What follows belongs to an exercise in optimizing a design on an open flow for a short achievable clock period and few clock cycles per item; a production flow would make more cautious choices. In this exercise RTL edits were held to simulation tests only and were not proved equivalent to the original. No driver is modelled on the clock port, so clocking that relies on it looks cheaper here than on a real chip. Power and IR drop assume default switching activity.

**flow/config.mk**
```make
export PLATFORM = sky130hd
export DESIGN_NAME = binary_max_heap_insert_top
export DESIGN_NICKNAME = binary_max_heap_insert_top
export VERILOG_FILES = /design/flow/design.v
export SDC_FILE = /design/flow/constraint.sdc
export NUM_CORES = 4
export LEC_CHECK = 0
export ABC_CLOCK_PERIOD_IN_PS = 2200
export CAP_MARGIN = 20
export CORE_MARGIN = 2
export CORE_UTILIZATION = 40
export SETUP_SLACK_MARGIN = 3.8
export SLEW_MARGIN = 20
export TNS_END_PERCENT = 20
```
**flow/constraint.sdc**
```tcl
create_clock -name core_clock -period 6.0 [get_ports {clk}]
set_input_delay 1.2000 -clock core_clock [delete_from_list [all_inputs] [get_ports {clk}]]
set_output_delay 1.2000 -clock core_clock [all_outputs]
set_load 0.01 [all_outputs]
```
**flow/design.v**
```verilog
`default_nettype none
package bmhi_pkg;
  localparam int KEY_W         = 32;
  localparam int TAG_W         = 16;
  localparam int IDX_W         = 4;
  localparam int CNT_W         = 5;
  localparam int OP_W          = 2;
  localparam int DEPTH_DEFAULT = 16;
  localparam int IN_DATA_W     = 56;
  localparam int OUT_DATA_W    = 56;
  localparam int OUT_PAD_W     = OUT_DATA_W - KEY_W - TAG_W - CNT_W;
  localparam int ENT_W         = KEY_W + TAG_W;
  localparam int RES_W         = OUT_DATA_W + 1;    
  localparam logic [CNT_W-1:0] CAP_RESET = 5'd16;
  localparam logic [OP_W-1:0] OP_INSERT = 2'd0;
  localparam logic [OP_W-1:0] OP_READ   = 2'd1;
  localparam logic [OP_W-1:0] OP_CLEAR  = 2'd2;
  localparam logic [OP_W-1:0] OP_NOP    = 2'd3;
endpackage
`default_nettype wire
`default_nettype none
module bmhi_ctrl (
  input  wire        clk,
  input  wire        rst,
  input  wire        in_valid,
  output logic       in_ready,
  input  wire        out_ready,
  output logic       take,        
  output logic       p_v,         
  output logic       e_v,         
  output logic       h_v,         
  output logic       hload,       
  output logic       f_rd,        
  output logic       f_byp,       
  output logic [1:0] f_rp,        
  output logic [1:0] f_wp         
);
  logic [2:0] f_n;
  logic [2:0] tot;
  logic       f_empty;
  logic       pop;
  logic       t_le2, t_eq3, t_eq4;
  assign take    = in_valid & in_ready;
  assign pop     = h_v & out_ready;
  assign f_empty = (f_n == 3'd0);
  assign hload   = (!h_v | out_ready) & (!f_empty | e_v);
  assign f_rd    = hload;
  assign f_byp   = f_empty;
  assign t_le2 = (tot <= 3'd2);
  assign t_eq3 = (tot == 3'd3);
  assign t_eq4 = (tot == 3'd4);
  always_ff @(posedge clk) begin
    if (rst) begin
      p_v      <= 1'b0;
      e_v      <= 1'b0;
      h_v      <= 1'b0;
      f_n      <= 3'd0;
      f_rp     <= 2'd0;
      f_wp     <= 2'd0;
      tot      <= 3'd0;
      in_ready <= 1'b1;
    end else begin
      p_v  <= take;
      e_v  <= p_v;
      h_v  <= hload | (h_v & !out_ready);
      f_n  <= f_n + 3'(e_v) - 3'(hload);
      f_wp <= f_wp + 2'(e_v);
      f_rp <= f_rp + 2'(hload);
      tot  <= tot + 3'(take) - 3'(pop);
      in_ready <= t_le2 ? 1'b1 :
                  t_eq3 ? (!take | pop) :
                  t_eq4 ? (!take & pop) : 1'b0;
    end
  end
endmodule
`default_nettype wire
`default_nettype none
module bmhi_dpath (
  input  wire                                clk,
  input  wire                                rst,
  input  wire  [bmhi_pkg::IN_DATA_W-1:0]     in_data,
  input  wire  [bmhi_pkg::OP_W-1:0]          in_user,
  input  wire                                cfg_valid,
  input  wire  [bmhi_pkg::CNT_W-1:0]         cfg_data,
  input  wire                                p_v,
  input  wire                                e_v,
  input  wire                                hload,
  input  wire                                f_byp,
  input  wire  [1:0]                         f_rp,
  input  wire  [1:0]                         f_wp,
  output logic [bmhi_pkg::OUT_DATA_W-1:0]    out_data,
  output logic                               out_user
);
  localparam int N  = bmhi_pkg::DEPTH_DEFAULT;
  localparam int KW = bmhi_pkg::KEY_W;
  localparam int EW = bmhi_pkg::ENT_W;
  localparam int CW = bmhi_pkg::CNT_W;
  localparam int RW = bmhi_pkg::RES_W;
  localparam int IW = bmhi_pkg::IDX_W;
  logic [EW-1:0] mem [N];
  logic [CW-1:0] count;
  logic [CW-1:0] capacity;
  logic          can_ins;    
  logic [N-1:0]  at_cnt;     
  logic [N-1:0]  anc;        
  logic [bmhi_pkg::OP_W-1:0] p_op;
  logic [EW-1:0]             p_ent;
  logic [IW-1:0]             p_idx;
  logic [N-1:0]              p_lt;      
  logic                      p_lt_e;    
  logic                      p_lt_p;    
  logic [N-1:0]              p_fwr;     
  logic [N-1:0]              p_ffp;     
  logic                      e_ins, e_read, e_clr;
  logic [EW-1:0]             e_ent;
  logic [IW-1:0]             e_idx;
  logic [N-1:0]              e_lt;      
  logic ins_ok;
  assign ins_ok = e_v && e_ins && can_ins;
  logic [N-1:0] wr, from_par;
  always_comb begin
    for (int s = 0; s < N; s++) begin
      wr[s]       = ins_ok && (at_cnt[s] || (anc[s] && e_lt[s]));
      from_par[s] = (s != 0) ? e_lt[(s - 1) / 2] : 1'b0;
    end
  end
  always_ff @(posedge clk) begin
    for (int s = 0; s < N; s++) begin
      if (wr[s]) mem[s] <= from_par[s] ? mem[(s - 1) / 2] : e_ent;
    end
  end
  logic [CW-1:0] count_new;
  logic [CW-1:0] cap_new;
  always_comb begin
    if (e_v && e_clr) count_new = '0;
    else if (ins_ok)  count_new = count + CW'(1);
    else              count_new = count;
    cap_new = cfg_valid ? cfg_data : capacity;
  end
  always_ff @(posedge clk) begin
    if (rst) begin
      count    <= '0;
      capacity <= bmhi_pkg::CAP_RESET;
      can_ins  <= 1'b1;
      at_cnt   <= N'(1);
      anc      <= '0;
    end else begin
      count    <= count_new;
      capacity <= cap_new;
      can_ins  <= (count_new < cap_new) && !count_new[CW-1];
      for (int s = 0; s < N; s++) begin
        logic a;
        a = 1'b0;
        for (int d = s + 1; d < N; d++) begin
          int x;
          x = d;
          for (int k = 0; k < 4; k++) if (x > s) x = (x - 1) / 2;
          if (x == s && count_new == CW'(d)) a = 1'b1;
        end
        at_cnt[s] <= (count_new == CW'(s));
        anc[s]    <= a;
      end
    end
  end
  logic signed [KW-1:0] in_key;
  logic signed [KW-1:0] e_key;
  logic signed [KW-1:0] p_key;
  logic signed [KW-1:0] slot_key [N];
  logic [N-1:0]         cmp;
  assign in_key = in_data[KW-1:0];
  assign e_key  = e_ent[KW-1:0];
  assign p_key  = p_ent[KW-1:0];
  always_comb begin
    for (int s = 0; s < N; s++) begin
      slot_key[s] = mem[s][KW-1:0];
      cmp[s]      = slot_key[s] < in_key;
    end
  end
  always_ff @(posedge clk) begin
    p_op   <= in_user;
    p_ent  <= in_data[EW-1:0];
    p_idx  <= in_data[EW +: IW];
    p_lt   <= cmp;
    p_lt_e <= e_key < in_key;
    p_lt_p <= p_key < in_key;
    p_fwr  <= wr;
    p_ffp  <= from_par;
  end
  logic [N-1:0] lt_a, lt_b;
  always_comb begin
    for (int s = 0; s < N; s++) begin
      if (p_fwr[s]) lt_a[s] = p_ffp[s] ? p_lt[(s - 1) / 2] : p_lt_e;
      else          lt_a[s] = p_lt[s];
    end
    for (int s = 0; s < N; s++) begin
      if (wr[s]) lt_b[s] = from_par[s] ? lt_a[(s - 1) / 2] : p_lt_p;
      else       lt_b[s] = lt_a[s];
    end
  end
  always_ff @(posedge clk) begin
    e_ins  <= (p_op == bmhi_pkg::OP_INSERT);
    e_read <= (p_op == bmhi_pkg::OP_READ);
    e_clr  <= (p_op == bmhi_pkg::OP_CLEAR);
    e_ent  <= p_ent;
    e_idx  <= p_idx;
    e_lt   <= lt_b;
  end
  logic          rd_ok;
  logic [EW-1:0] rd_ent;
  logic [RW-1:0] res;
  assign rd_ok  = e_v && e_read && ({1'b0, e_idx} < count);
  assign rd_ent = rd_ok ? mem[e_idx] : '0;
  assign res    = {ins_ok | rd_ok, {bmhi_pkg::OUT_PAD_W{1'b0}}, count_new, rd_ent};
  logic [RW-1:0] fifo [4];
  logic [RW-1:0] head;
  always_ff @(posedge clk) begin
    if (e_v) fifo[f_wp] <= res;
    if (hload) head <= f_byp ? res : fifo[f_rp];
  end
  assign out_user = head[RW-1];
  assign out_data = head[bmhi_pkg::OUT_DATA_W-1:0];
endmodule
`default_nettype wire
`default_nettype none
module binary_max_heap_insert_top #(
  parameter int DEPTH = bmhi_pkg::DEPTH_DEFAULT
) (
  input  wire                              clk,
  input  wire                              rst,
  input  wire                              s_axis_tvalid,
  output logic                             s_axis_tready,
  input  wire  [bmhi_pkg::IN_DATA_W-1:0]   s_axis_tdata,
  input  wire  [bmhi_pkg::OP_W-1:0]        s_axis_tuser,
  output logic                             m_axis_tvalid,
  input  wire                              m_axis_tready,
  output logic [bmhi_pkg::OUT_DATA_W-1:0]  m_axis_tdata,
  output logic                             m_axis_tuser,
  input  wire                              cfg_valid,
  output logic                             cfg_ready,
  input  wire  [bmhi_pkg::CNT_W-1:0]       cfg_data
);
  logic       take;
  logic       p_v;
  logic       e_v;
  logic       hload;
  logic       f_rd;
  logic       f_byp;
  logic [1:0] f_rp;
  logic [1:0] f_wp;
  assign cfg_ready = 1'b1;
  bmhi_ctrl u_ctrl (
    .clk       (clk),
    .rst       (rst),
    .in_valid  (s_axis_tvalid),
    .in_ready  (s_axis_tready),
    .out_ready (m_axis_tready),
    .take      (take),
    .p_v       (p_v),
    .e_v       (e_v),
    .h_v       (m_axis_tvalid),
    .hload     (hload),
    .f_rd      (f_rd),
    .f_byp     (f_byp),
    .f_rp      (f_rp),
    .f_wp      (f_wp)
  );
  bmhi_dpath u_dpath (
    .clk       (clk),
    .rst       (rst),
    .in_data   (s_axis_tdata),
    .in_user   (s_axis_tuser),
    .cfg_valid (cfg_valid),
    .cfg_data  (cfg_data),
    .p_v       (p_v),
    .e_v       (e_v),
    .hload     (hload),
    .f_byp     (f_byp),
    .f_rp      (f_rp),
    .f_wp      (f_wp),
    .out_data  (m_axis_tdata),
    .out_user  (m_axis_tuser)
  );
endmodule
`default_nettype wire
```
**flow/run.sh**
```bash
#!/bin/bash
# synth_recipe.tcl (not shown) runs the flow's synth.tcl, then flattens the netlist and writes it again
# the make line also repeats each setting of config.mk as NAME=value (left out here)
make -C /OpenROAD-flow-scripts/flow DESIGN_CONFIG=/design/flow/config.mk WORK_HOME=/design/flow/orfs CLKGATE_MAP_FILE= SYNTH_SCRIPT=/design/flow/synth_recipe.tcl finish
```
==> flow_summary.json, run 1 <==
{
  "root_buffer": "clkbuf_16",
  "muxShareOfSynthArea": 0.134,
  "gp_congestion": 0.956,
  "final_cell_area_sq_um": 74700,
  "switching_power_mw": 5.94,
  "synth_compound_area_frac": 0.0975,
  "synth-simple-area-share": 0.0520,
  "synth_fa_ha_area_frac": 0.0732,
  "slew_headroom": 0.263,
  "drt_first_pass_iters": 7,
  "first_global_vias": 40400,
  "clk_pin_slew_worst_paths_ps": 60,
  "vias": 41800,
  "finalHoldViolCount": 0,
  "drv_cap": 0,
  "yosys_warnings": 4,
  "start_util": 0.403,
  "synthXorXnorAreaFrac": 0.00125,
  "synth_top_family_by_area": "multiplexers",
  "grtUsageTotal": 0.320,
  "comb_power_share": 0.169,
  "synth_area_sq_um": 56200,
  "power_density_nw_per_um2": 300,
  "io_pins": 128,
  "hp-class": "reg2reg",
  "synth_ff_type": "edfxtp_1",
  "slew_viol_final": 0,
  "setup_viol": 0,
  "cp_data_required_time_ps": 6660,
  "timing.setup.tns_ps": 0,
  "dieArea_sq_um": 144000,
  "path_buf_inv": 4,
  "post-route-min-period_ps": 2760,
  "yosysSeqAreaShare": 0.621,
  "htree_levels": 4,
  "syn_area_per_cell_sq_um": 14.7,
  "netlist_instances": 3823,
  "worst_slew_pin_slew_ps": 1100,
  "clk_path_buf_depth": 3,
  "fmax_mhz": 362,
  "cp-start-kind": "primary input",
  "grt_first_pass_wirelength_mm": 317,
  "synth_edf_count": 1038,
  "ant_nets": 0,
  "worst_path_largest_cell_delay_ps": 430,
  "path_class": "in2reg",
  "ir_worst_vdd_uv": 227,
  "p_int_mw": 16.5,
  "final_layout_size_suffix_gt1_frac": 0.420,
  "grt_max_degree": 56,
  "viasPerCell": 6.45,
  "place_area_sq_um": 60100,
  "drt_iter0_markers": 6101,
  "p_leak_nw": 26.5,
  "path_delay_family": "simple AND/OR/NAND/NOR gates",
  "worstPathMaxFanout": 4,
  "period_share": 0.460,
  "rsz0062_at_grt": "true",
  "grt_antenna_before_repair": 15,
  "critPathCaptureType": "register",
  "arrival_ps": 3420,
  "cp_cell_sequence": "buf_8 > clkinvlp_4 > buf_12 > buf_6 > ha_4 > nand3_2 > or3_4 > nand3b_1 > a31oi_4 > o22ai_1",
  "nFillCells": 11300,
  "pwr-share-clk": 0.385,
  "nNetsFinal": 4874,
  "yosys_register_bits": 1225,
  "yosysUniqueCellTypes": 89,
  "p_seq_frac": 0.446,
  "routedWlPerCell_um": 36.0,
  "grt_overflow_total": 0,
  "drc_errors": 0,
  "die_h_um": 379,
  "cts_tree": "done",
  "skew_ps": 45.7,
  "status": "timing/DRC/antenna clean",
  "io_buffer_count": 119,
  "coreArea_sq_um": 140000,
  "drt-total-wl_mm": 233,
  "hpwl_mm": 137,
  "numClockSinks": 1225,
  "die_width_um": 379,
  "cts_made_buffers": 138,
  "switching_share": 0.265,
  "rows": 137,
  "clock_latency_ps": 800,
  "worst_path_max_delay_cell": "a31oi_4",
  "synth_async_sr_flop_share": 0,
  "seqCellArea_sq_um": 35000,
  "multiInputGateArea_sq_um": 24100,
  "area_growth_pct": 32.8
}
[worst reg2reg max path: stages (launching register included)]
cell and delay (ps):
dfxtp_4 410, buf_6 160, buf_12 130, buf_12 130, nor2b_4 130, buf_6 130, buf_12 160, a22oi_2 230
o22ai_1 150, a2111oi_2 300, nor2_2 100, buf_12 160, mux2_2 270
[per-layer routing]
metal,vias up,global-route usage,wire [um]
met2,3249,0.466,98600
met5,-,0.0117,568
met3,930,0.123,33600
met1,21000,0.403,84200
met4,20,0.185,16500
li1,16600,-,-
[power groups by stage]
stage / registers [mW] / logic (mW) / clock network, mW
floorplan: 10.1 / 1.77 / 0
global placement: 10.2 / 2.98 / 0
detailed placement: 10.2 / 3.02 / 0
CTS: 9.99 / 3.68 / 8.71
global route: 10.0 / 3.97 / 9.02
finish: 9.99 / 3.78 / 8.63
[metrics by stage]
step	std cells	utilization	worst slack, ps	hold WS [ps]	power, mW
floorplan	3825	-	2280	310	11.9
global placement	5744	0.430	1480	314	13.2
detailed placement	5744	0.430	1520	314	13.2
CTS	6428	0.530	3210	326	22.4
global route	6470	0.535	3260	330	23.0
finish	6482	0.535	3240	326	22.4
[sequential cells by signal (all words and copies together), names as in the netlist, 4 cells and up]
signal and count:
u_dpath.p_ent 48, u_dpath.e_idx 4, u_dpath.p_ffp 4, u_dpath.head 54, u_dpath.p_lt 8, u_dpath.p_idx 4
u_dpath.e_lt 8, u_dpath.capacity 5, u_dpath.p_fwr 8, u_dpath.anc 7, u_dpath.mem 768, u_dpath.at_cnt 16
u_dpath.count 5, u_dpath.e_ent 48, u_dpath.fifo 216
[final cells by class]
type	instances	share of cell area
diodes	13	0.000435
clock buffers	191	0.0525
clock inverters	64	0.00898
inverters	61	0.00506
multi-input cells	2346	0.323
flip-flops and latches	1225	0.468
well taps	1876	0.0314
repair buffers	706	0.111
[worst paths after layout]
path / depth (start not counted) / start / endpoint / slack [ps]
setup / recovery: 10 / s_axis_tdata[25] / u_dpath.p_lt[4] / 3240
hold / removal: 0 / u_dpath.p_idx[1] / u_dpath.e_idx[1] / 330
setup reg to reg: 12 / u_dpath.e_idx[3] / u_dpath.head[19] / 3280
hold reg to reg: 0 / u_dpath.p_idx[1] / u_dpath.e_idx[1] / 330
[cell usage after synthesis, types with 39 or more instances]
master	instances	area, sq um
nand2_1	170	638
buf_2	63	315
a21oi_1	155	776
clkbuf_1	73	274
a221oi_1	45	394
a22oi_1	75	563
ha_1	326	4080
nor2_1	152	571
o22ai_1	49	307
edfxtp_1	1038	31200
nand3_1	56	280
a22o_1	39	342
mux4_2	65	1460
mux2i_1	117	1170
dfxtp_1	187	3740
o21ai_0	133	666
inv_1	59	221
mux2_2	436	4910
[placed cells by master, fill, tap and decap left out, drive strengths merged, types with 39 or more instances in the layout]
cell    synthesis  routed
a22o           39      39
mux2i         117     117
a21oi         155     155
nand2         170     170
nand3          57      57
mux2          437     437
ha            326     326
a221oi         45      45
mux4           65      65
o21ai         134     134
buf           122     604
edfxtp       1038    1038
nor2          154     154
o22ai          49      49
a22oi          75      75
clkinv          0      41
clkbuf         73     214
dfxtp         187     187
[kinds of logic (layout without fill, tap and decap cells)]
kind of cell	Yosys count	in the layout
fa+ha+maj	328	328
other cells	2	17
xor+xnor	8	8
compound gates	788	788
mux	619	619
buf+inv	256	1022
simple gates	597	599
flops	1225	1225
[repair_timing]
item	in CTS	in global routing
pin swaps	258	50
endpoints found under the setup margin	1371	1333
buffers inserted	400	39
gates cloned	29	2
gates resized for setup	1209	146
hold buffers	0	0
Testbench counts, summed over its fixed seeds: cycles 4,824, items 4,800.
==> inputs of run 2 (changes only) <==
--- a/flow/design.v
+++ b/flow/design.v
@@ -113,5 +113,4 @@
   logic [N-1:0]              p_ffp;     
-  logic                      e_ins, e_read, e_clr;
+  logic                      e_ins, e_clr;
   logic [EW-1:0]             e_ent;
-  logic [IW-1:0]             e_idx;
   logic [N-1:0]              e_lt;      
@@ -164,25 +163,45 @@
   end
-  logic signed [KW-1:0] in_key;
-  logic signed [KW-1:0] e_key;
-  logic signed [KW-1:0] p_key;
-  logic signed [KW-1:0] slot_key [N];
-  logic [N-1:0]         cmp;
+  localparam int NC = 4;
+  localparam int CK = KW / NC;
+  localparam int CMPW = 2 * NC;
+  function automatic logic [CMPW-1:0] cmp_key(input logic [KW-1:0] a, input logic [KW-1:0] b);
+    logic [CK-1:0] ac, bc;
+    for (int c = 0; c < NC; c++) begin
+      ac = a[c*CK +: CK];
+      bc = b[c*CK +: CK];
+      if (c == NC - 1) begin
+        ac[CK-1] = !ac[CK-1];
+        bc[CK-1] = !bc[CK-1];
+      end
+      cmp_key[c]      = ac < bc;
+      cmp_key[NC + c] = ac == bc;
+    end
+  endfunction
+  function automatic logic key_lt(input logic [CMPW-1:0] r);
+    key_lt = r[0];
+    for (int c = 1; c < NC; c++) key_lt = r[c] | (r[NC + c] & key_lt);
+  endfunction
+  logic [KW-1:0] in_key;
+  logic [CMPW-1:0] cmp [N];
   assign in_key = in_data[KW-1:0];
-  assign e_key  = e_ent[KW-1:0];
-  assign p_key  = p_ent[KW-1:0];
   always_comb begin
-    for (int s = 0; s < N; s++) begin
-      slot_key[s] = mem[s][KW-1:0];
-      cmp[s]      = slot_key[s] < in_key;
-    end
+    for (int s = 0; s < N; s++) cmp[s] = cmp_key(mem[s][KW-1:0], in_key);
   end
+  logic [CMPW-1:0] p_cmp [N];
+  logic [CMPW-1:0] p_cmp_e;
+  logic [CMPW-1:0] p_cmp_p;
   always_ff @(posedge clk) begin
-    p_op   <= in_user;
-    p_ent  <= in_data[EW-1:0];
-    p_idx  <= in_data[EW +: IW];
-    p_lt   <= cmp;
-    p_lt_e <= e_key < in_key;
-    p_lt_p <= p_key < in_key;
-    p_fwr  <= wr;
-    p_ffp  <= from_par;
+    p_op    <= in_user;
+    p_ent   <= in_data[EW-1:0];
+    p_idx   <= in_data[EW +: IW];
+    for (int s = 0; s < N; s++) p_cmp[s] <= cmp[s];
+    p_cmp_e <= cmp_key(e_ent[KW-1:0], in_key);
+    p_cmp_p <= cmp_key(p_ent[KW-1:0], in_key);
+    p_fwr   <= wr;
+    p_ffp   <= from_par;
+  end
+  always_comb begin
+    for (int s = 0; s < N; s++) p_lt[s] = key_lt(p_cmp[s]);
+    p_lt_e = key_lt(p_cmp_e);
+    p_lt_p = key_lt(p_cmp_p);
   end
@@ -199,9 +218,21 @@
   end
+  logic [EW-1:0] rd_cur, rd_par;
+  logic          rd_wr, rd_fp;
+  logic [EW-1:0] rd_next;
+  always_comb begin
+    rd_cur  = mem[p_idx];
+    rd_par  = mem[(p_idx - IW'(1)) >> 1];
+    rd_wr   = wr[p_idx];
+    rd_fp   = from_par[p_idx];
+    rd_next = rd_wr ? (rd_fp ? rd_par : e_ent) : rd_cur;
+  end
+  logic e_rd_ok;
+  logic [EW-1:0] e_rd;
   always_ff @(posedge clk) begin
-    e_ins  <= (p_op == bmhi_pkg::OP_INSERT);
-    e_read <= (p_op == bmhi_pkg::OP_READ);
-    e_clr  <= (p_op == bmhi_pkg::OP_CLEAR);
-    e_ent  <= p_ent;
-    e_idx  <= p_idx;
-    e_lt   <= lt_b;
+    e_ins   <= (p_op == bmhi_pkg::OP_INSERT);
+    e_clr   <= (p_op == bmhi_pkg::OP_CLEAR);
+    e_ent   <= p_ent;
+    e_lt    <= lt_b;
+    e_rd_ok <= (p_op == bmhi_pkg::OP_READ) && ({1'b0, p_idx} < count_new);
+    e_rd    <= rd_next;
   end
@@ -210,4 +241,4 @@
   logic [RW-1:0] res;
-  assign rd_ok  = e_v && e_read && ({1'b0, e_idx} < count);
-  assign rd_ent = rd_ok ? mem[e_idx] : '0;
+  assign rd_ok  = e_v && e_rd_ok;
+  assign rd_ent = rd_ok ? e_rd : '0;
   assign res    = {ins_ok | rd_ok, {bmhi_pkg::OUT_PAD_W{1'b0}}, count_new, rd_ent};
@@ -215,5 +246,11 @@
   logic [RW-1:0] head;
+  logic [RW-1:0] head_nxt;
+  assign head_nxt = f_byp ? res : fifo[f_rp];
   always_ff @(posedge clk) begin
     if (e_v) fifo[f_wp] <= res;
-    if (hload) head <= f_byp ? res : fifo[f_rp];
+  end
+  logic [RW-1:0] head_hold;
+  always_ff @(posedge clk) begin
+    head_hold <= hload ? head_nxt : head;
+    head      <= hload ? head_nxt : head_hold;
   end
==> flow/flow/run.sh (new file) <==
#!/bin/bash
# Standard layout with two changes: the port buffers are buf_8 cells, and
# timing repair may pick any cell of the same function (not only ones with
# the same footprint). Each step's output goes to a log file of its own.
set -euo pipefail
bash standard.sh synth > synth.log 2>&1
bash standard.sh finish MATCH_CELL_FOOTPRINT=0 \
  "BUFFER_PORTS_ARGS=-buffer_cell sky130_fd_sc_hd__buf_8" > layout.log 2>&1
==> flow/standard.sh (new file) <==
#!/bin/bash
# synth_recipe.tcl (not shown) runs the flow's synth.tcl, then flattens the netlist and writes it again
# the make line also repeats each setting of config.mk as NAME=value (left out here)
make -C /OpenROAD-flow-scripts/flow DESIGN_CONFIG=/design/flow/config.mk WORK_HOME=/design/flow/orfs CLKGATE_MAP_FILE= SYNTH_SCRIPT=/design/flow/synth_recipe.tcl "${@:-finish}"
--- a/flow/config.mk
+++ b/flow/config.mk
@@ -10,3 +10,3 @@
 export CORE_MARGIN = 2
-export CORE_UTILIZATION = 40
+export CORE_UTILIZATION = 50
 export SETUP_SLACK_MARGIN = 3.8
removed: flow/run.sh
==> run 2 against run 1 <==
  * Non-clock buffer count down 88
  * Clock skew grew 7.0 ps
  * Flip-flop and latch count is 164 higher
  * Worst setup slack got worse by 100 ps
  * Synthesized cell count grew 37%
  * Via count grew 32%
  * Highest routed layer unchanged
==> flow_summary.json, run 2 <==
{
  "yosys_register_bits": 1389,
  "rsz0062_at_grt": "true",
  "nNetsFinal": 6039,
  "ir_worst_vdd_uv": 283,
  "multiInputGateArea_sq_um": 28500,
  "slew_viol_final": 0,
  "rows": 134,
  "hpwl_mm": 155,
  "hold_slack_ps": 326,
  "grtUsageTotal": 0.430,
  "r2r_end": "u_dpath.e_rd[0]",
  "grt_first_pass_wirelength_mm": 408,
  "hp-class": "reg2reg",
  "final_cells": 7568,
  "layout_common_cells": "984 x edfxtp_1, 414 x mux2_2, 373 x dfxtp_1",
  "status": "timing/DRC/antenna clean",
  "coreArea_sq_um": 133000,
  "critPathCaptureType": "register",
  "period_share": 0.477,
  "drt_iter0_markers": 9705,
  "met2_usage": 0.597,
  "seqCellArea_sq_um": 37700,
  "drt-total-wl_mm": 302,
  "area_growth_pct": 22.8,
  "nFillCells": 10200,
  "yosys_warnings": 5,
  "io_buffer_count": 122,
  "final_layout_size_suffix_gt1_frac": 0.281,
  "use_met3": 0.204,
  "setup_viol": 0,
  "largest_reg_flops": 768,
  "worst_slack_ps": 3140,
  "start_util": 0.502,
  "post-route-min-period_ps": 2860,
  "synth_ff_type": "edfxtp_1",
  "post-place-cells": 6866,
  "postCtsHoldBufs": 0,
  "fmax_mhz": 349,
  "synth_top_cell_by_area": "edfxtp_1",
  "rr_startpoint": "u_dpath.p_idx[2]",
  "worst_slew_pin_slew_ps": 1260,
  "power_mw": 26.3,
  "ant_nets": 0,
  "yosysMostFrequentCell": "edfxtp_1",
  "synth_area_leaders": "edfxtp_1 44%, dfxtp_1 12%, mux2_2 7.0%",
  "htree_levels": 4,
  "vias": 55200,
  "post-place-ws_ps": 1540,
  "timing.setup.tns_ps": 0,
  "root_buffer": "clkbuf_16",
  "power_density_nw_per_um2": 321,
  "cts_made_buffers": 152,
  "first_global_vias": 51900,
  "r2r_setup_slack_ps": 3140,
  "routedWlPerCell_um": 39.9,
  "whs_endpoint": "u_dpath.e_ent[38]",
  "finalHoldViolCount": 0,
  "syn_area_per_cell_sq_um": 12.7,
  "cp-start-kind": "register",
  "drv_cap": 0,
  "io_pins": 128,
  "grt_max_degree": 135,
  "skew_ps": 52.6,
  "drc_errors": 0,
  "dieArea_sq_um": 137000,
  "cts_tree": "done",
  "clk_path_buf_depth": 3,
  "synth_edf_count": 984,
  "gp_congestion": 0.952,
  "drt_first_pass_iters": 12,
  "grt_antenna_before_repair": 35,
  "die_h_um": 369,
  "reg.largest.list": "u_dpath.mem: 768 flops, u_dpath.fifo: 216 flops",
  "viasPerCell": 7.29,
  "slew_headroom": 0.160,
  "netlist_instances": 5246,
  "cp_data_required_time_ps": 6750,
  "numClockSinks": 1389,
  "ys_top_cells_by_count": "984 x edfxtp_1, 418 x mux2_2, 405 x dfxtp_1, 331 x ha_1, 277 x nand2_1",
  "hold_depth": 0,
  "clock_latency_ps": 850,
  "p_leak_nw": 30.3,
  "die_width_um": 369,
  "final_cell_area_sq_um": 82000,
  "rr_worst_depth": 9,
  "path_class": "reg2reg",
  "clk_pin_slew_worst_paths_ps": 60,
  "yosysSeqAreaShare": 0.564,
  "grt_overflow_total": 0,
  "hp-start": "u_dpath.p_ent[38]",
  "regMostFlops": "u_dpath.mem",
  "synth_area_sq_um": 66800,
  "arrival_ps": 3610,
  "grt.busiest_layer": "met2",
  "synth_async_sr_flop_share": 0,
  "yosysUniqueCellTypes": 89,
  "place_area_sq_um": 70500,
  "met1_usage": 0.517,
  "final_common_cell": "edfxtp_1",
  "worstPathMaxFanout": 13,
  "final_util": 0.617,
  "yosysTopAreaCellShare": 0.442
}
[run 2: cell types whose count changed after synthesis, sizes merged, moves of 66 or more]
cell,before,now
nand2,170,279
o21a,10,142
a221oi,45,119
nor2,154,232
nand4,26,95
clkbuf,73,176
dfxtp,187,405
o21ai,134,206
buf,122,221
and3,17,83
[run 2: repair_timing]
action / in CTS / in global routing
endpoints found under the setup margin: 1413 / 628
cloned: 48 / 6
gates resized for setup: 384 / 132
setup buffers: 260 / 72
pin swaps: 131 / 97
[run 2: worst max-delay path by stage]
| stage | startpoint | to |
|---|---|---|
| floorplan | m_axis_tready | u_ctrl.f_n[2] |
| global placement | u_dpath.p_idx[0] | u_dpath.e_rd[29] |
| detailed placement | u_dpath.p_idx[0] | u_dpath.e_rd[24] |
| CTS | u_dpath.p_idx[1] | u_dpath.e_rd[45] |
| global route | u_dpath.p_idx[1] | u_dpath.e_rd[10] |
| finish | u_dpath.p_idx[2] | u_dpath.e_rd[0] |
[run 2: report_power, final]
part | internal, mW | total (mW) | switching (mW)
logic | 2.49 | 5.37 | 2.89
clock network | 5.43 | 9.58 | 4.15
registers | 10.9 | 11.4 | 0.522
total | 18.8 | 26.3 | 7.56
[run 2: logic make-up (layout without fill, tap and decap cells)]
| group | after synthesis | after routing | share of synthesized area |
|---|---|---|---|
| buffers and inverters | 494 | 1001 | 0.0330 |
| adders and majority gates | 333 | 333 | 0.0626 |
| AOI/OAI and AO/OA | 1354 | 1357 | 0.147 |
| and+or+nand+nor | 1015 | 1029 | 0.0743 |
| DFF | 1389 | 1389 | 0.564 |
| other | 1 | 31 | 0.0000561 |
| xor gates and xnor gates | 8 | 8 | 0.00105 |
| muxes | 652 | 652 | 0.118 |
[run 2: final cells by class]
cell class,instances,area share
sequential,1389,0.460
multi-input combinational,3380,0.347
timing repair buffer,618,0.0978
clock buffer,214,0.0524
tap,1768,0.0270
clock inverter,72,0.00978
inverter,97,0.00497
antenna,30,0.000915
[run 2: critical path, cell delays in order, from the launching register on]
cell	delay, ps
dfxtp_4	410
buf_4	180
inv_6	210
nand2_2	210
buf_6	250
a2111oi_4	580
buf_8	330
a222oi_1	160
nor3b_1	180
a21oi_2	200
[run 2: routing by layer]
layer  vias up  part of all wire
met5         -            0.0018
met4        46             0.095
met3      1691              0.16
met2      5177              0.40
met1     26800              0.34
li1      21500                 -
Testbench counts of run 2, summed over its fixed seeds: cycles 4,824, items 4,800.
==> inputs of run 3 (changes only) <==
--- a/flow/design.v
+++ b/flow/design.v
@@ -102,5 +102,2 @@
   logic [CW-1:0] capacity;
-  logic          can_ins;    
-  logic [N-1:0]  at_cnt;     
-  logic [N-1:0]  anc;        
   logic [bmhi_pkg::OP_W-1:0] p_op;
@@ -111,15 +108,17 @@
   logic                      p_lt_p;    
+  logic [N-1:0]              p_oh;      
+  logic [N-1:0]              p_poh;     
   logic [N-1:0]              p_fwr;     
   logic [N-1:0]              p_ffp;     
-  logic                      e_ins, e_clr;
+  logic                      e_clr;
   logic [EW-1:0]             e_ent;
   logic [N-1:0]              e_lt;      
-  logic ins_ok;
-  assign ins_ok = e_v && e_ins && can_ins;
+  logic [N-1:0] e_wr;
+  logic         e_insok;
   logic [N-1:0] wr, from_par;
+  logic         ins_ok;
   always_comb begin
-    for (int s = 0; s < N; s++) begin
-      wr[s]       = ins_ok && (at_cnt[s] || (anc[s] && e_lt[s]));
-      from_par[s] = (s != 0) ? e_lt[(s - 1) / 2] : 1'b0;
-    end
+    ins_ok = e_insok;
+    wr     = e_wr;
+    for (int s = 0; s < N; s++) from_par[s] = (s != 0) ? e_lt[(s - 1) / 2] : 1'b0;
   end
@@ -131,3 +130,2 @@
   logic [CW-1:0] count_new;
-  logic [CW-1:0] cap_new;
   always_comb begin
@@ -136,3 +134,2 @@
     else              count_new = count;
-    cap_new = cfg_valid ? cfg_data : capacity;
   end
@@ -142,21 +139,21 @@
       capacity <= bmhi_pkg::CAP_RESET;
-      can_ins  <= 1'b1;
-      at_cnt   <= N'(1);
-      anc      <= '0;
     end else begin
       count    <= count_new;
-      capacity <= cap_new;
-      can_ins  <= (count_new < cap_new) && !count_new[CW-1];
-      for (int s = 0; s < N; s++) begin
-        logic a;
-        a = 1'b0;
-        for (int d = s + 1; d < N; d++) begin
-          int x;
-          x = d;
-          for (int k = 0; k < 4; k++) if (x > s) x = (x - 1) / 2;
-          if (x == s && count_new == CW'(d)) a = 1'b1;
-        end
-        at_cnt[s] <= (count_new == CW'(s));
-        anc[s]    <= a;
+      if (cfg_valid) capacity <= cfg_data;
+    end
+  end
+  logic         can_ins;
+  logic [N-1:0] at_cnt;
+  logic [N-1:0] anc;
+  always_comb begin
+    can_ins = (count_new < capacity) && !count_new[CW-1];
+    for (int s = 0; s < N; s++) begin
+      anc[s] = 1'b0;
+      for (int d = s + 1; d < N; d++) begin
+        int x;
+        x = d;
+        for (int k = 0; k < 4; k++) if (x > s) x = (x - 1) / 2;
+        if (x == s && count_new == CW'(d)) anc[s] = 1'b1;
       end
+      at_cnt[s] = (count_new == CW'(s));
     end
@@ -196,2 +193,6 @@
     p_idx   <= in_data[EW +: IW];
+    for (int s = 0; s < N; s++) begin
+      p_oh[s]  <= (in_data[EW +: IW] == IW'(s));
+      p_poh[s] <= (in_data[EW +: IW] != '0) && (((in_data[EW +: IW] - IW'(1)) >> 1) == IW'(s));
+    end
     for (int s = 0; s < N; s++) p_cmp[s] <= cmp[s];
@@ -222,6 +223,10 @@
   always_comb begin
-    rd_cur  = mem[p_idx];
-    rd_par  = mem[(p_idx - IW'(1)) >> 1];
-    rd_wr   = wr[p_idx];
-    rd_fp   = from_par[p_idx];
+    rd_cur = '0;
+    rd_par = '0;
+    for (int s = 0; s < N; s++) begin
+      rd_cur = rd_cur | (mem[s] & {EW{p_oh[s]}});
+      rd_par = rd_par | (mem[s] & {EW{p_poh[s]}});
+    end
+    rd_wr   = |(wr & p_oh);
+    rd_fp   = |(e_lt & p_poh);
     rd_next = rd_wr ? (rd_fp ? rd_par : e_ent) : rd_cur;
@@ -230,4 +235,14 @@
   logic [EW-1:0] e_rd;
+  logic p_ins_ok;
+  assign p_ins_ok = p_v && (p_op == bmhi_pkg::OP_INSERT) && can_ins;
+  always_ff @(posedge clk) begin
+    if (rst) begin
+      e_insok <= 1'b0;
+      e_wr    <= '0;
+    end else begin
+      e_insok <= p_ins_ok;
+      for (int s = 0; s < N; s++) e_wr[s] <= p_ins_ok && (at_cnt[s] || (anc[s] && lt_b[s]));
+    end
+  end
   always_ff @(posedge clk) begin
-    e_ins   <= (p_op == bmhi_pkg::OP_INSERT);
     e_clr   <= (p_op == bmhi_pkg::OP_CLEAR);
--- a/flow/config.mk
+++ b/flow/config.mk
@@ -10,5 +10,5 @@
 export CORE_MARGIN = 2
-export CORE_UTILIZATION = 50
+export CORE_UTILIZATION = 70
 export SETUP_SLACK_MARGIN = 3.8
 export SLEW_MARGIN = 20
-export TNS_END_PERCENT = 20
+export TNS_END_PERCENT = 100
==> run 3 against run 2 <==
  * Via count shrank 18%
  * Clock skew shrank 20 ps
  * Synthesized area shrank 8.2%
  * Cell count shrank 22%
  * Routed wire length shrank 30%
  * Power shrank 6.6%
  * First-iteration DRC count shrank 12%
  * Sequential share of layout area grew 7.4 points
==> flow_summary.json, run 3 <==
{
  "status": "timing/DRC/antenna clean",
  "grt_max_degree": 170,
  "yosysSeqAreaShare": 0.619,
  "grt_overflow_total": 0,
  "drv_cap": 0,
  "die_h_um": 300,
  "timing.setup.tns_ps": 0,
  "fmax_mhz": 408,
  "arrival_ps": 3140,
  "slew_headroom": 0.129,
  "rr_startpoint": "u_dpath.e_wr[5]",
  "dieArea_sq_um": 90000,
  "start_util": 0.707,
  "comb_power_share": 0.173,
  "yosysMostFrequentCell": "edfxtp_1",
  "drt_first_pass_iters": 7,
  "io_pins": 128,
  "synth_area_sq_um": 61300,
  "routedWlPerCell_um": 35.8,
  "skew_ps": 32.7,
  "p_seq_frac": 0.469,
  "critPathCaptureType": "register",
  "r2r_end": "u_dpath.e_wr[5]",
  "cp_data_required_time_ps": 6690,
  "hpwl_mm": 114,
  "area_growth_pct": 16.6,
  "clock_latency_ps": 770,
  "rows": 108,
  "ant_nets": 0,
  "pwr-share-clk": 0.358,
  "yosysTopAreaCellShare": 0.482,
  "cp-start-kind": "register",
  "syn_area_per_cell_sq_um": 13.8,
  "worstPathMaxFanout": 33,
  "netlist_instances": 4432,
  "drt-total-wl_mm": 210,
  "final_common_cell": "edfxtp_1",
  "grtUsageTotal": 0.461,
  "synth_ff_type": "edfxtp_1",
  "ir_worst_vdd_uv": 742,
  "post-route-min-period_ps": 2450,
  "drt_iter0_markers": 8508,
  "drc_errors": 0,
  "power_density_nw_per_um2": 344,
  "synth_area_leaders": "edfxtp_1 48%, dfxtp_1 14%, ha_1 6.7%",
  "yosys_register_bits": 1405,
  "switching_power_mw": 6.48,
  "r2r_setup_slack_ps": 3550,
  "path_class": "reg2reg",
  "rsz0062_at_grt": "true",
  "vias": 45300,
  "final_layout_size_suffix_gt1_frac": 0.254,
  "gp_congestion": 0.941,
  "nNetsFinal": 4999,
  "setup_viol": 0,
  "postCtsHoldBufs": 0,
  "reg.largest.list": "u_dpath.mem: 768 flops, u_dpath.fifo: 216 flops",
  "numClockSinks": 1405,
  "die_width_um": 300,
  "synth_top_cell_by_area": "edfxtp_1",
  "p_int_mw": 18.1,
  "crit_path_end": "u_dpath.e_wr[5]",
  "cts_tree": "done",
  "clk_path_buf_depth": 3,
  "ys_top_cells_by_count": "984 x edfxtp_1, 421 x dfxtp_1, 355 x a22oi_1, 352 x mux2_2, 330 x ha_1",
  "root_buffer": "clkbuf_16",
  "finalHoldViolCount": 0,
  "rr_worst_depth": 5,
  "final_cell_area_sq_um": 71500,
  "hp-class": "reg2reg",
  "cp-startpoint": "u_dpath.e_wr[5]",
  "yosysUniqueCellTypes": 74,
  "largest_reg_flops": 768,
  "switching_share": 0.263,
  "clk_pin_slew_worst_paths_ps": 60,
  "slew_viol_final": 0,
  "period_share": 0.408,
  "first_global_vias": 43700,
  "grt_first_pass_wirelength_mm": 296,
  "layout_common_cells": "984 x edfxtp_1, 355 x a22oi_1, 352 x mux2_2",
  "p_leak_nw": 25.7,
  "worst_slew_pin_slew_ps": 1310,
  "htree_levels": 4,
  "synth_async_sr_flop_share": 0,
  "cts_made_buffers": 139,
  "place_area_sq_um": 65300,
  "grt_antenna_before_repair": 13,
  "io_buffer_count": 122,
  "viasPerCell": 7.71,
  "synth_edf_count": 984,
  "regMostFlops": "u_dpath.mem",
  "coreArea_sq_um": 86800,
  "yosys_warnings": 5
}
## run 3: routing by layer
| layer | global-route usage | wire [um] | up-vias |
|---|---|---|---|
| li1 | - | - | 17900 |
| met1 | 0.594 | 69900 | 21700 |
| met2 | 0.657 | 88300 | 4497 |
| met3 | 0.198 | 37000 | 1215 |
| met4 | 0.257 | 14900 | 14 |
| met5 | 0.00899 | 201 | - |
## run 3: area by class of cell
class / count / area [sq um]
flip-flops and latches: 1405 / 38200
multi-input cells: 2672 / 23300
fillers: 4613 / 15200
clock buffers: 199 / 3960
repair buffers: 278 / 3570
well taps: 1155 / 1450
clock inverters: 56 / 617
inverters: 103 / 435
diodes: 11 / 27.5
## run 3: critical path: stages, from the launching register on
cell and delay (ps):
dfxtp_4 680, buf_6 610, nand2_1 120, o221ai_1 530
o2111ai_1 260, a21oi_2 160
## run 3: cells by family after synthesis
kind of cell	after synthesis	synth area share
other	1	0.0000611
DFF	1405	0.619
AOI/OAI and AO/OA	1188	0.139
muxes	411	0.0853
xor gates and xnor gates	10	0.00155
and+or+nand+nor	728	0.0623
adders and majority gates	332	0.0680
buffers and inverters	357	0.0246
## run 3: power groups by stage
stage               Sequential [mW]  Combinational, mW  Clock [mW]
finish                         11.5               4.24        8.81
global route                   11.6               4.52        9.15
CTS                            11.5               4.12        8.79
detailed placement             11.7               3.85           0
global placement               11.7               3.69           0
floorplan                      11.4               2.54           0
## run 3: worst min path at each step
stage / end / slack, ps / startpoint / cells after the start
2_1_floorplan: u_dpath.e_ent[32] / 310 / u_dpath.p_ent[32] / 0
3_3_place_gp: u_dpath.e_ent[32] / 310 / u_dpath.p_ent[32] / 0
3_5_place_dp: u_dpath.e_ent[41] / 310 / u_dpath.p_ent[41] / 0
4_1_cts: u_dpath.e_ent[41] / 330 / u_dpath.p_ent[41] / 0
5_1_grt: u_dpath.e_ent[45] / 330 / u_dpath.p_ent[45] / 0
6_report: u_dpath.e_ent[41] / 330 / u_dpath.p_ent[41] / 0
## run 3: repair_timing
item / in CTS / in global routing
gates resized for setup: 147 / 59
setup endpoints to repair: 462 / 138
gates cloned: 4 / 1
pin swaps: 18 / 7
setup buffers: 59 / 19
## run 3: stage by stage
| stage | instances | hold WS (ps) | total power, mW | worst slack [ps] | utilization |
|---|---|---|---|---|---|
| after floorplan | 4432 | 310 | 14.0 | 2920 | - |
| after global placement | 5530 | 310 | 15.4 | 2560 | 0.753 |
| after detailed placement | 5530 | 312 | 15.6 | 2540 | 0.753 |
| after CTS | 5848 | 326 | 24.4 | 3530 | 0.819 |
| after global routing | 5868 | 331 | 25.2 | 3540 | 0.824 |
| final | 5879 | 327 | 24.6 | 3550 | 0.825 |
Testbench counts of run 3, summed over its fixed seeds: cycles 4,824, items 4,800.
==> inputs of run 4 (changes only) <==
==> flow/flow/run.sh (replaced) <==
#!/bin/bash
# Standard layout with three changes: the port buffers are buf_8 cells;
# timing repair may pick any cell of the same function (not only ones with
# the same footprint); and after clock tree synthesis the tree's single root
# buffer is split into four root buffers, one per quadrant of the tree, all
# fed by the clock port (flow/split_root.tcl). Each step's output goes to a
# log file of its own.
set -euo pipefail
bash standard.sh synth > synth.log 2>&1
bash standard.sh finish MATCH_CELL_FOOTPRINT=0 \
  "BUFFER_PORTS_ARGS=-buffer_cell sky130_fd_sc_hd__buf_8" \
  "POST_CTS_TCL=$PWD/flow/split_root.tcl" > layout.log 2>&1
==> flow/flow/split_root.tcl (new file) <==
# Runs after CTS (POST_CTS_TCL). The clock tree's root buffer drives the
# whole top level of the tree; split it into four clkbuf_16 roots, each
# driving the top-level buffers of one quadrant, all fed by the clock port.
# The tree stays balanced: every register still sees the same number of
# buffer levels, with a shorter top level.
set block [ord::get_db_block]
set root [$block findInst clkbuf_0_clk]
if {$root == "NULL"} { error "split_root: no root buffer clkbuf_0_clk" }
set in_net  [[$root findITerm A] getNet]
set out_net [[$root findITerm X] getNet]
set loads {}
foreach it [$out_net getITerms] {
  if {[$it getIoType] == "INPUT"} { lappend loads $it }
}
set n [llength $loads]
puts "split_root: root drives $n loads"
if {$n < 4} { error "split_root: too few loads" }
# split the loads into four groups by x, then y, median
proc xy {it} {
  set b [[$it getInst] getBBox]
  return [list [expr {([$b xMin] + [$b xMax]) / 2}] [expr {([$b yMin] + [$b yMax]) / 2}]]
}
set byx [lsort -integer -index 1 [lmap it $loads {list $it [lindex [xy $it] 0] [lindex [xy $it] 1]}]]
set half [expr {$n / 2}]
set groups {}
foreach part [list [lrange $byx 0 [expr {$half - 1}]] [lrange $byx $half end]] {
  set byy [lsort -integer -index 2 $part]
  set h [expr {[llength $byy] / 2}]
  lappend groups [lrange $byy 0 [expr {$h - 1}]] [lrange $byy $h end]
}
set master [[ord::get_db] findMaster sky130_fd_sc_hd__clkbuf_16]
set g 0
foreach grp $groups {
  set sx 0; set sy 0
  foreach e $grp { incr sx [lindex $e 1]; incr sy [lindex $e 2] }
  set cx [expr {$sx / [llength $grp]}]
  set cy [expr {$sy / [llength $grp]}]
  set inst [odb::dbInst_create $block $master "clkroot_$g"]
  set net  [odb::dbNet_create $block "clkroot_net_$g"]
  $net setSigType CLOCK
  [$inst findITerm A] connect $in_net
  [$inst findITerm X] connect $net
  foreach e $grp {
    set it [lindex $e 0]
    $it disconnect
    $it connect $net
  }
  $inst setLocation $cx $cy
  $inst setPlacementStatus PLACED
  puts "split_root: clkroot_$g drives [llength $grp] loads at $cx $cy"
  incr g
}
# the old root is left driving nothing: remove it and its net
[$root findITerm A] disconnect
[$root findITerm X] disconnect
odb::dbInst_destroy $root
odb::dbNet_destroy $out_net
detailed_placement
check_placement -verbose
estimate_parasitics -placement
report_clock_min_period
==> run 4 against run 3 <==
  * Sequential power is essentially flat
  * Sequential share of layout area down 0.37 points
  * Register-to-register slack worse by 60 ps
  * Fmax shrank 2.2%
  * Combinational power about the same
  * Clock skew hardly changed
  * Via count barely moved
  * Critical path type unchanged
  * Synthesized cell count is the same
  * Still clean on timing, DRC and antenna
  * Clock power up 0.9%
  * Power is 0.48% higher
  * Worst hold slack about the same
  * Flip-flop and latch count unchanged
==> flow_summary.json, run 4 <==
{
  "syn_area_per_cell_sq_um": 13.8,
  "use_met3": 0.187,
  "drv_cap": 0,
  "grt.busiest_layer": "met2",
  "met2_usage": 0.663,
  "hold_depth": 0,
  "whs_endpoint": "u_dpath.e_ent[41]",
  "power_density_nw_per_um2": 343,
  "vias": 45300,
  "viasPerCell": 7.68,
  "worst_slew_pin_slew_ps": 1310,
  "largest_reg_flops": 768,
  "numClockSinks": 1405,
  "slew_viol_final": 0,
  "rr_worst_depth": 7,
  "fmax_mhz": 399,
  "yosysSeqAreaShare": 0.619,
  "layout_common_cells": "984 x edfxtp_1, 355 x a22oi_1, 352 x mux2_2",
  "regMostFlops": "u_dpath.mem",
  "timing.setup.tns_ps": 0,
  "io_buffer_count": 122,
  "met1_usage": 0.593,
  "die_width_um": 300,
  "yosysMostFrequentCell": "edfxtp_1",
  "rows": 108,
  "io_pins": 128,
  "drc_errors": 0,
  "die_h_um": 300,
  "grtUsageTotal": 0.459,
  "post-place-ws_ps": 2540,
  "synth_area_sq_um": 61300,
  "finalHoldViolCount": 0,
  "worst_slack_ps": 3490,
  "cts_tree": "done",
  "ant_nets": 0,
  "grt_first_pass_wirelength_mm": 297,
  "grt_max_degree": 170,
  "path_class": "reg2reg",
  "ir_worst_vdd_uv": 553,
  "netlist_instances": 4432,
  "yosysTopAreaCellShare": 0.482,
  "ys_top_cells_by_count": "984 x edfxtp_1, 421 x dfxtp_1, 355 x a22oi_1, 352 x mux2_2, 330 x ha_1",
  "start_util": 0.707,
  "hpwl_mm": 114,
  "synth_edf_count": 984,
  "synth_area_leaders": "edfxtp_1 48%, dfxtp_1 14%, ha_1 6.7%",
  "drt_first_pass_iters": 10,
  "rr_startpoint": "u_dpath.p_poh[5]",
  "grt_antenna_before_repair": 19,
  "setup_viol": 0,
  "post-route-min-period_ps": 2510,
  "yosys_register_bits": 1405,
  "hp-start": "u_dpath.p_ent[41]",
  "period_share": 0.418,
  "arrival_ps": 2870,
  "cp-start-kind": "register",
  "yosys_warnings": 5,
  "worstPathMaxFanout": 21,
  "first_global_vias": 43900,
  "synth_ff_type": "edfxtp_1",
  "coreArea_sq_um": 86800,
  "cp_data_required_time_ps": 6360,
  "gp_congestion": 0.941,
  "drt-total-wl_mm": 211,
  "synth_async_sr_flop_share": 0,
  "reg.largest.list": "u_dpath.mem: 768 flops, u_dpath.fifo: 216 flops",
  "clock_latency_ps": 550,
  "final_common_cell": "edfxtp_1",
  "area_growth_pct": 17.4,
  "power_mw": 24.7,
  "p_leak_nw": 25.9,
  "status": "timing/DRC/antenna clean",
  "rsz0062_at_grt": "true",
  "synth_top_cell_by_area": "edfxtp_1",
  "grt_overflow_total": 0,
  "dieArea_sq_um": 90000,
  "skew_ps": 32.4,
  "clk_pin_slew_worst_paths_ps": 60,
  "routedWlPerCell_um": 35.8,
  "hp-class": "reg2reg",
  "drt_iter0_markers": 8922,
  "r2r_end": "u_dpath.e_rd[11]",
  "slew_headroom": 0.130,
  "nNetsFinal": 5022,
  "final_layout_size_suffix_gt1_frac": 0.267,
  "r2r_setup_slack_ps": 3490,
  "critPathCaptureType": "register",
  "yosysUniqueCellTypes": 74
}
-- run 4: worst max-delay path, cell delays in order, from the launching register on --
cell     delay (ps)
dfxtp_4         700
a22oi_1         130
nand4_1         130
buf_4           180
buf_4           220
buf_4           310
o21ai_0         110
o21ai_0         530
-- run 4: worst max-delay path by stage --
| stage | start | endpoint | depth (start not counted) |
|---|---|---|---|
| 6_report | u_dpath.p_poh[5] | u_dpath.e_rd[11] | 7 |
| 5_1_grt | m_axis_tready | u_dpath.head_hold[8] | 6 |
| 3_5_place_dp | u_dpath.p_poh[1] | u_dpath.e_rd[16] | 6 |
| 3_3_place_gp | u_dpath.p_poh[1] | u_dpath.e_rd[16] | 6 |
| 2_1_floorplan | m_axis_tready | u_ctrl.f_n[2] | 13 |
-- run 4: final cells by class, without the clock buffers --
class,count,area [sq um]
Antenna cell,11,27.5
Buffer,4,100
Clock inverter,56,617
Fill cell,4522,14700
Inverter,103,443
Multi-Input combinational cell,2672,23400
Sequential cell,1405,38200
Tap cell,1155,1450
Timing Repair Buffer,297,3790
Timing Repair inverter,1,7.51
-- run 4: per-layer routing --
metal / share of wire / routed length (um)
met5: 0.00052 / 110
met1: 0.33 / 70400
met3: 0.17 / 36700
met4: 0.071 / 14900
met2: 0.42 / 89300
-- run 4: cells by family (layout without fill, tap and decap cells) --
kind of cell / after synthesis / after routing / share of synthesized area
buffers and inverters: 357 / 659 / 0.0246
multiplexers: 411 / 411 / 0.0853
flip-flops: 1405 / 1405 / 0.619
other: 1 / 12 / 0.0000611
AND/OR/NAND/NOR: 728 / 730 / 0.0623
adder cells (fa/ha/maj): 332 / 332 / 0.0680
AO/OA/AOI/OAI: 1188 / 1188 / 0.139
XOR/XNOR: 10 / 10 / 0.00155
-- run 4: through the flow --
| stage | util | cell area (sq um) | std cells | hold WS [ps] |
|---|---|---|---|---|
| after floorplan | - | 62500 | 4432 | 310 |
| after global placement | 0.753 | 65300 | 5530 | 310 |
| after detailed placement | 0.753 | 65300 | 5530 | 312 |
| after global routing | 0.830 | 72000 | 5891 | 331 |
| final | 0.830 | 72000 | 5902 | 326 |
-- run 4: report_power, final --
| part | switching (mW) | total (mW) | internal, mW |
|---|---|---|---|
| clock network | 3.70 | 8.89 | 5.19 |
| logic | 2.22 | 4.27 | 2.06 |
| registers | 0.560 | 11.5 | 11.0 |
| total | 6.47 | 24.7 | 18.2 |
==> inputs of run 5 (changes only) <==
--- a/flow/design.v
+++ b/flow/design.v
@@ -37,4 +37,4 @@
 );
-  logic [2:0] f_n;
-  logic [2:0] tot;
+  logic [3:0] f_n;
+  logic [3:0] tot;
   logic       f_empty;
@@ -44,3 +44,3 @@
   assign pop     = h_v & out_ready;
-  assign f_empty = (f_n == 3'd0);
+  assign f_empty = !f_n[0];
   assign hload   = (!h_v | out_ready) & (!f_empty | e_v);
@@ -48,5 +48,5 @@
   assign f_byp   = f_empty;
-  assign t_le2 = (tot <= 3'd2);
-  assign t_eq3 = (tot == 3'd3);
-  assign t_eq4 = (tot == 3'd4);
+  assign t_le2 = !tot[2];
+  assign t_eq3 = tot[2] & !tot[3];
+  assign t_eq4 = tot[3];
   always_ff @(posedge clk) begin
@@ -56,6 +56,6 @@
       h_v      <= 1'b0;
-      f_n      <= 3'd0;
+      f_n      <= 4'd0;
       f_rp     <= 2'd0;
       f_wp     <= 2'd0;
-      tot      <= 3'd0;
+      tot      <= 4'd0;
       in_ready <= 1'b1;
@@ -65,6 +65,8 @@
       h_v  <= hload | (h_v & !out_ready);
-      f_n  <= f_n + 3'(e_v) - 3'(hload);
+      if (e_v & !hload)      f_n <= {f_n[2:0], 1'b1};
+      else if (hload & !e_v) f_n <= {1'b0, f_n[3:1]};
       f_wp <= f_wp + 2'(e_v);
       f_rp <= f_rp + 2'(hload);
-      tot  <= tot + 3'(take) - 3'(pop);
+      if (take & !pop)      tot <= {tot[2:0], 1'b1};
+      else if (pop & !take) tot <= {1'b0, tot[3:1]};
       in_ready <= t_le2 ? 1'b1 :
@@ -100,3 +102,2 @@
   logic [EW-1:0] mem [N];
-  logic [CW-1:0] count;
   logic [CW-1:0] capacity;
@@ -112,3 +113,2 @@
   logic [N-1:0]              p_ffp;     
-  logic                      e_clr;
   logic [EW-1:0]             e_ent;
@@ -116,37 +116,26 @@
   logic [N-1:0] e_wr;
+  logic [N-1:0] e_fp;
   logic         e_insok;
-  logic [N-1:0] wr, from_par;
-  logic         ins_ok;
-  always_comb begin
-    ins_ok = e_insok;
-    wr     = e_wr;
-    for (int s = 0; s < N; s++) from_par[s] = (s != 0) ? e_lt[(s - 1) / 2] : 1'b0;
-  end
   always_ff @(posedge clk) begin
     for (int s = 0; s < N; s++) begin
-      if (wr[s]) mem[s] <= from_par[s] ? mem[(s - 1) / 2] : e_ent;
+      if (e_wr[s]) mem[s] <= e_fp[s] ? mem[(s - 1) / 2] : e_ent;
     end
   end
-  logic [CW-1:0] count_new;
+  logic [N-1:0] e_at, e_anc;
+  logic [N-1:0] wr, from_par;
   always_comb begin
-    if (e_v && e_clr) count_new = '0;
-    else if (ins_ok)  count_new = count + CW'(1);
-    else              count_new = count;
-  end
-  always_ff @(posedge clk) begin
-    if (rst) begin
-      count    <= '0;
-      capacity <= bmhi_pkg::CAP_RESET;
-    end else begin
-      count    <= count_new;
-      if (cfg_valid) capacity <= cfg_data;
+    for (int s = 0; s < N; s++) begin
+      wr[s]       = e_insok && (e_at[s] || (e_anc[s] && e_lt[s]));
+      from_par[s] = (s != 0) ? e_lt[(s - 1) / 2] : 1'b0;
     end
   end
-  logic         can_ins;
-  logic [N-1:0] at_cnt;
-  logic [N-1:0] anc;
+  logic [CW-1:0] count_new;
+  logic          can_ins;
+  logic [N-1:0]  at_cnt;
+  logic [N-1:0]  anc;
+  logic [N-1:0]  anc_inc;    
+  logic          can_inc;    
   always_comb begin
-    can_ins = (count_new < capacity) && !count_new[CW-1];
     for (int s = 0; s < N; s++) begin
-      anc[s] = 1'b0;
+      anc_inc[s] = 1'b0;
       for (int d = s + 1; d < N; d++) begin
@@ -155,8 +144,34 @@
         for (int k = 0; k < 4; k++) if (x > s) x = (x - 1) / 2;
-        if (x == s && count_new == CW'(d)) anc[s] = 1'b1;
+        if (x == s && at_cnt[d - 1]) anc_inc[s] = 1'b1;
       end
-      at_cnt[s] = (count_new == CW'(s));
     end
+    can_inc = ({1'b0, count_new} + (CW + 1)'(1) < {1'b0, capacity}) && (count_new < CW'(N - 1));
   end
-  localparam int NC = 4;
+  logic p_ins_ok;
+  logic p_clr;
+  assign p_ins_ok = p_v && (p_op == bmhi_pkg::OP_INSERT) && can_ins;
+  assign p_clr    = p_v && (p_op == bmhi_pkg::OP_CLEAR);
+  always_ff @(posedge clk) begin
+    if (rst) begin
+      capacity  <= bmhi_pkg::CAP_RESET;
+      count_new <= '0;
+      can_ins   <= 1'b1;
+      at_cnt    <= N'(1);
+      anc       <= '0;
+    end else if (cfg_valid) begin
+      capacity <= cfg_data;
+      can_ins  <= (count_new < cfg_data) && !count_new[CW-1];
+    end else if (p_clr) begin
+      count_new <= '0;
+      can_ins   <= (capacity != '0);
+      at_cnt    <= N'(1);
+      anc       <= '0;
+    end else if (p_ins_ok) begin
+      count_new <= count_new + CW'(1);
+      can_ins   <= can_inc;
+      at_cnt    <= at_cnt << 1;
+      anc       <= anc_inc;
+    end
+  end
+  localparam int NC = 8;
   localparam int CK = KW / NC;
@@ -235,4 +250,2 @@
   logic [EW-1:0] e_rd;
-  logic p_ins_ok;
-  assign p_ins_ok = p_v && (p_op == bmhi_pkg::OP_INSERT) && can_ins;
   always_ff @(posedge clk) begin
@@ -247,3 +260,5 @@
   always_ff @(posedge clk) begin
-    e_clr   <= (p_op == bmhi_pkg::OP_CLEAR);
+    for (int s = 0; s < N; s++) e_fp[s] <= (s != 0) && lt_b[(s - 1) / 2] && (at_cnt[s] || anc[s]);
+    e_at    <= at_cnt;
+    e_anc   <= anc;
     e_ent   <= p_ent;
@@ -258,3 +273,3 @@
   assign rd_ent = rd_ok ? e_rd : '0;
-  assign res    = {ins_ok | rd_ok, {bmhi_pkg::OUT_PAD_W{1'b0}}, count_new, rd_ent};
+  assign res    = {e_insok | rd_ok, {bmhi_pkg::OUT_PAD_W{1'b0}}, count_new, rd_ent};
   logic [RW-1:0] fifo [4];
--- a/flow/flow/split_root.tcl
+++ b/flow/flow/split_root.tcl
@@ -58,2 +58,6 @@
 detailed_placement
+# repair timing again, now with the final clock tree
+estimate_parasitics -placement
+repair_timing_helper
+detailed_placement
 check_placement -verbose
==> run 5 against run 4 <==
  * Cell count up 14%
  * Routed wire length grew 11%
  * Sequential share of layout area fell by 0.73 points
  * Synthesized cell count increased by 18%
  * Worst hold slack lost 1.5 ps
  * Clock power rose by 12%
  * Sequential power is 4% higher
  * Worst setup slack gained 110 ps
  * Critical path depth is 1 lower
  * Flip-flop and latch count grew 143
  * Critical path type unchanged
  * Largest power group unchanged
==> flow_summary.json, run 5 <==
{
  "worst_path_max_delay_cell": "dfxtp_4",
  "layout_common_cells": "984 x edfxtp_1, 601 x mux2_2, 441 x dfxtp_1",
  "power_density_nw_per_um2": 305,
  "p_leak_nw": 28.8,
  "worstPathMaxFanout": 29,
  "ys_top_cells_by_count": "984 x edfxtp_1, 601 x mux2_2, 564 x dfxtp_1, 373 x a22oi_1, 331 x ha_1",
  "final_cells": 6737,
  "clk_pin_slew_worst_paths_ps": 60,
  "worst_path_largest_cell_delay_ps": 740,
  "die_width_um": 318,
  "reg.largest.list": "u_dpath.mem: 768 flops, u_dpath.fifo: 216 flops, u_dpath.p_cmp: 120 flops",
  "setup_viol": 0,
  "rows": 115,
  "cp-start-kind": "register",
  "hpwl_mm": 130,
  "hp-class": "reg2reg",
  "grt_overflow_total": 0,
  "routedWlPerCell_um": 35.0,
  "post-place-cells": 6377,
  "period_share": 0.400,
  "first_global_vias": 48300,
  "drv_cap": 0,
  "io_buffer_count": 122,
  "skew_ps": 24.9,
  "arrival_ps": 2820,
  "final_util": 0.800,
  "yosys_warnings": 5,
  "final_cell_area_sq_um": 78600,
  "final_common_cell": "edfxtp_1",
  "slew_viol_final": 0,
  "critPathCaptureType": "register",
  "synth_edf_count": 984,
  "finalHoldViolCount": 0,
  "cts_tree": "done",
  "numClockSinks": 1548,
  "grt_antenna_before_repair": 13,
  "grt_first_pass_wirelength_mm": 333,
  "area_growth_pct": 13.6,
  "place_area_sq_um": 72200,
  "vias": 50400,
  "yosys_register_bits": 1548,
  "drt_first_pass_iters": 9,
  "switching_share": 0.229,
  "path_delay_family": "flip-flops",
  "die_h_um": 318,
  "drt_iter0_markers": 9083,
  "drc_errors": 0,
  "regMostFlops": "u_dpath.mem",
  "yosysUniqueCellTypes": 64,
  "netlist_instances": 5225,
  "post-route-min-period_ps": 2400,
  "syn_area_per_cell_sq_um": 13.2,
  "comb_power_share": 0.082,
  "yosysTopAreaCellShare": 0.427,
  "switching_power_mw": 5.49,
  "status": "timing/DRC/antenna clean",
  "synth_area_sq_um": 69200,
  "viasPerCell": 7.47,
  "yosysSeqAreaShare": 0.590,
  "worst_slew_pin_slew_ps": 1280,
  "timing.setup.tns_ps": 0,
  "grt_max_degree": 77,
  "nNetsFinal": 5712,
  "cp_data_required_time_ps": 6420,
  "p_int_mw": 18.4,
  "synth_area_leaders": "edfxtp_1 43%, dfxtp_1 16%, mux2_2 9.8%",
  "ir_worst_vdd_uv": 245,
  "drt-total-wl_mm": 236,
  "pwr-share-clk": 0.415,
  "coreArea_sq_um": 98100,
  "cp_cell_sequence": "buf_4 > a22o_1 > a221oi_1 > nand3_1 > nor2_1 > mux2i_4",
  "io_pins": 128,
  "path_buf_inv": 1,
  "hold_slack_ps": 325,
  "largest_reg_flops": 768,
  "path_class": "reg2reg",
  "p_seq_frac": 0.503,
  "synth_ff_type": "edfxtp_1",
  "slew_headroom": 0.145,
  "yosysMostFrequentCell": "edfxtp_1",
  "clock_latency_ps": 570,
  "grtUsageTotal": 0.454,
  "fmax_mhz": 417,
  "final_layout_size_suffix_gt1_frac": 0.245,
  "gp_congestion": 0.978,
  "dieArea_sq_um": 101000,
  "rsz0062_at_grt": "true",
  "nFillCells": 5676,
  "synth_top_cell_by_area": "edfxtp_1",
  "start_util": 0.705,
  "synth_async_sr_flop_share": 0,
  "ant_nets": 0
}
run 5: changes by cell type in the layout (fill, tap and decap cells not counted), sizes merged, moves of 61 or more:
cell,previous run,this run
mux2,353,601
dfxtp,421,564
mux2i,4,109
and4,0,70
a21oi,46,112
nand4,141,80
run 5: per-layer routing:
metal | share of wire | vias up | track usage
met2 | 0.42 | 4579 | 0.654
met1 | 0.34 | 24100 | 0.584
li1 | - | 20400 | -
met5 | 0.00050 | - | 0
met4 | 0.076 | 12 | 0.269
met3 | 0.17 | 1231 | 0.179
run 5: worst paths after layout:
path,end,cells after the start,slack [ps],from
worst max-delay path,u_dpath.e_rd[23],6,3600,u_dpath.p_oh[3]
worst min-delay path,u_dpath.e_ent[40],0,320,u_dpath.p_ent[40]
worst max register to register,u_dpath.e_rd[23],6,3600,u_dpath.p_oh[3]
worst min register to register,u_dpath.e_ent[40],0,320,u_dpath.p_ent[40]
run 5: layout make-up, without the clock buffers:
type | count | area [sq um] | share of cell area
flip-flops and latches | 1548 | 41100 | 0.523
well taps | 1287 | 1610 | 0.0205
inverters | 139 | 532 | 0.00677
diodes | 5 | 12.5 | 0.000159
clock inverters | 76 | 714 | 0.00909
plain buffers | 4 | 100 | 0.00127
multi-input cells | 3198 | 26800 | 0.341
repair buffers | 268 | 3290 | 0.0419
run 5: kinds of logic (layout without fill, tap and decap cells):
| kind of cell | count (synthesis) | after routing | synth area share |
|---|---|---|---|
| buffers and inverters | 480 | 699 | 0.0269 |
| adder cells (fa/ha/maj) | 331 | 331 | 0.0599 |
| AO/OA/AOI/OAI | 1226 | 1226 | 0.124 |
| other | 1 | 6 | 0.0000542 |
| AND/OR/NAND/NOR | 869 | 870 | 0.0671 |
| XOR/XNOR | 6 | 6 | 0.000760 |
| multiplexers | 764 | 764 | 0.131 |
| flip-flops | 1548 | 1548 | 0.590 |
run 5: per-stage QoR:
| stage | setup WS, ps | power [mW] |
|---|---|---|
| after global routing | 3720 | 24.5 |
| after global placement | 2720 | 13.9 |
| after detailed placement | 2730 | 14.0 |
| final | 3600 | 23.9 |
| after floorplan | 3590 | 13.1 |
run 5: worst register-to-register path: stages, from the launching register on:
cell and delay (ps):
dfxtp_4 740, buf_4 740, a22o_1 280, a221oi_1 50, nand3_1 110, nor2_1 70
mux2i_4 290
run 5: power by group through the flow:
stage / Combinational (mW) / Clock (mW) / Sequential, mW
2_1_floorplan: 1.09 / 0 / 12.0
3_3_place_gp: 1.72 / 0 / 12.2
3_5_place_dp: 1.78 / 0 / 12.2
5_1_grt: 2.09 / 10.3 / 12.1
6_report: 1.97 / 9.93 / 12.0
Testbench counts of run 5, summed over its fixed seeds: cycles 4,824, items 4,800.

==> what the ideal ports hide <==
Ports are ideal in the flow. The routed layouts listed here were re-timed in OpenROAD.
Step 1 sets driving cells, clkbuf_16 on the clock port and buf_2 on the other inputs (assumed; they add their load-dependent delay and slew).
Step 2, shift: input delay + t, output delay - t, t = (earliest + latest rising clock arrival at the registers) / 2. This alone moves slack from input paths to output paths.
a / b / c = no drivers / after step 1 / after step 2; a / b = the first two.
| run | t (ns) | setup slack, ns | latest minus earliest clock arrival (ns) |
|---|---|---|---|
| run 1 | 0.856 | 3.238 / 3.233 / 2.406 | 0.054 / 0.054 |
| run 2 | 0.905 | 3.138 / 3.138 / 2.693 | 0.054 / 0.054 |
| run 3 | 0.833 | 3.550 / 3.493 / 2.986 | 0.039 / 0.039 |
| run 4 | 0.683 | 3.493 / 3.493 / 3.025 | 0.037 / 0.038 |
| run 5 | 0.716 | 3.599 / 3.599 / 3.197 | 0.033 / 0.033 |
After both steps every run listed still meets setup and hold. The setup slack of run 1, which loses most, moves by -0.005 ns with the drivers and by -0.832 ns with both steps.
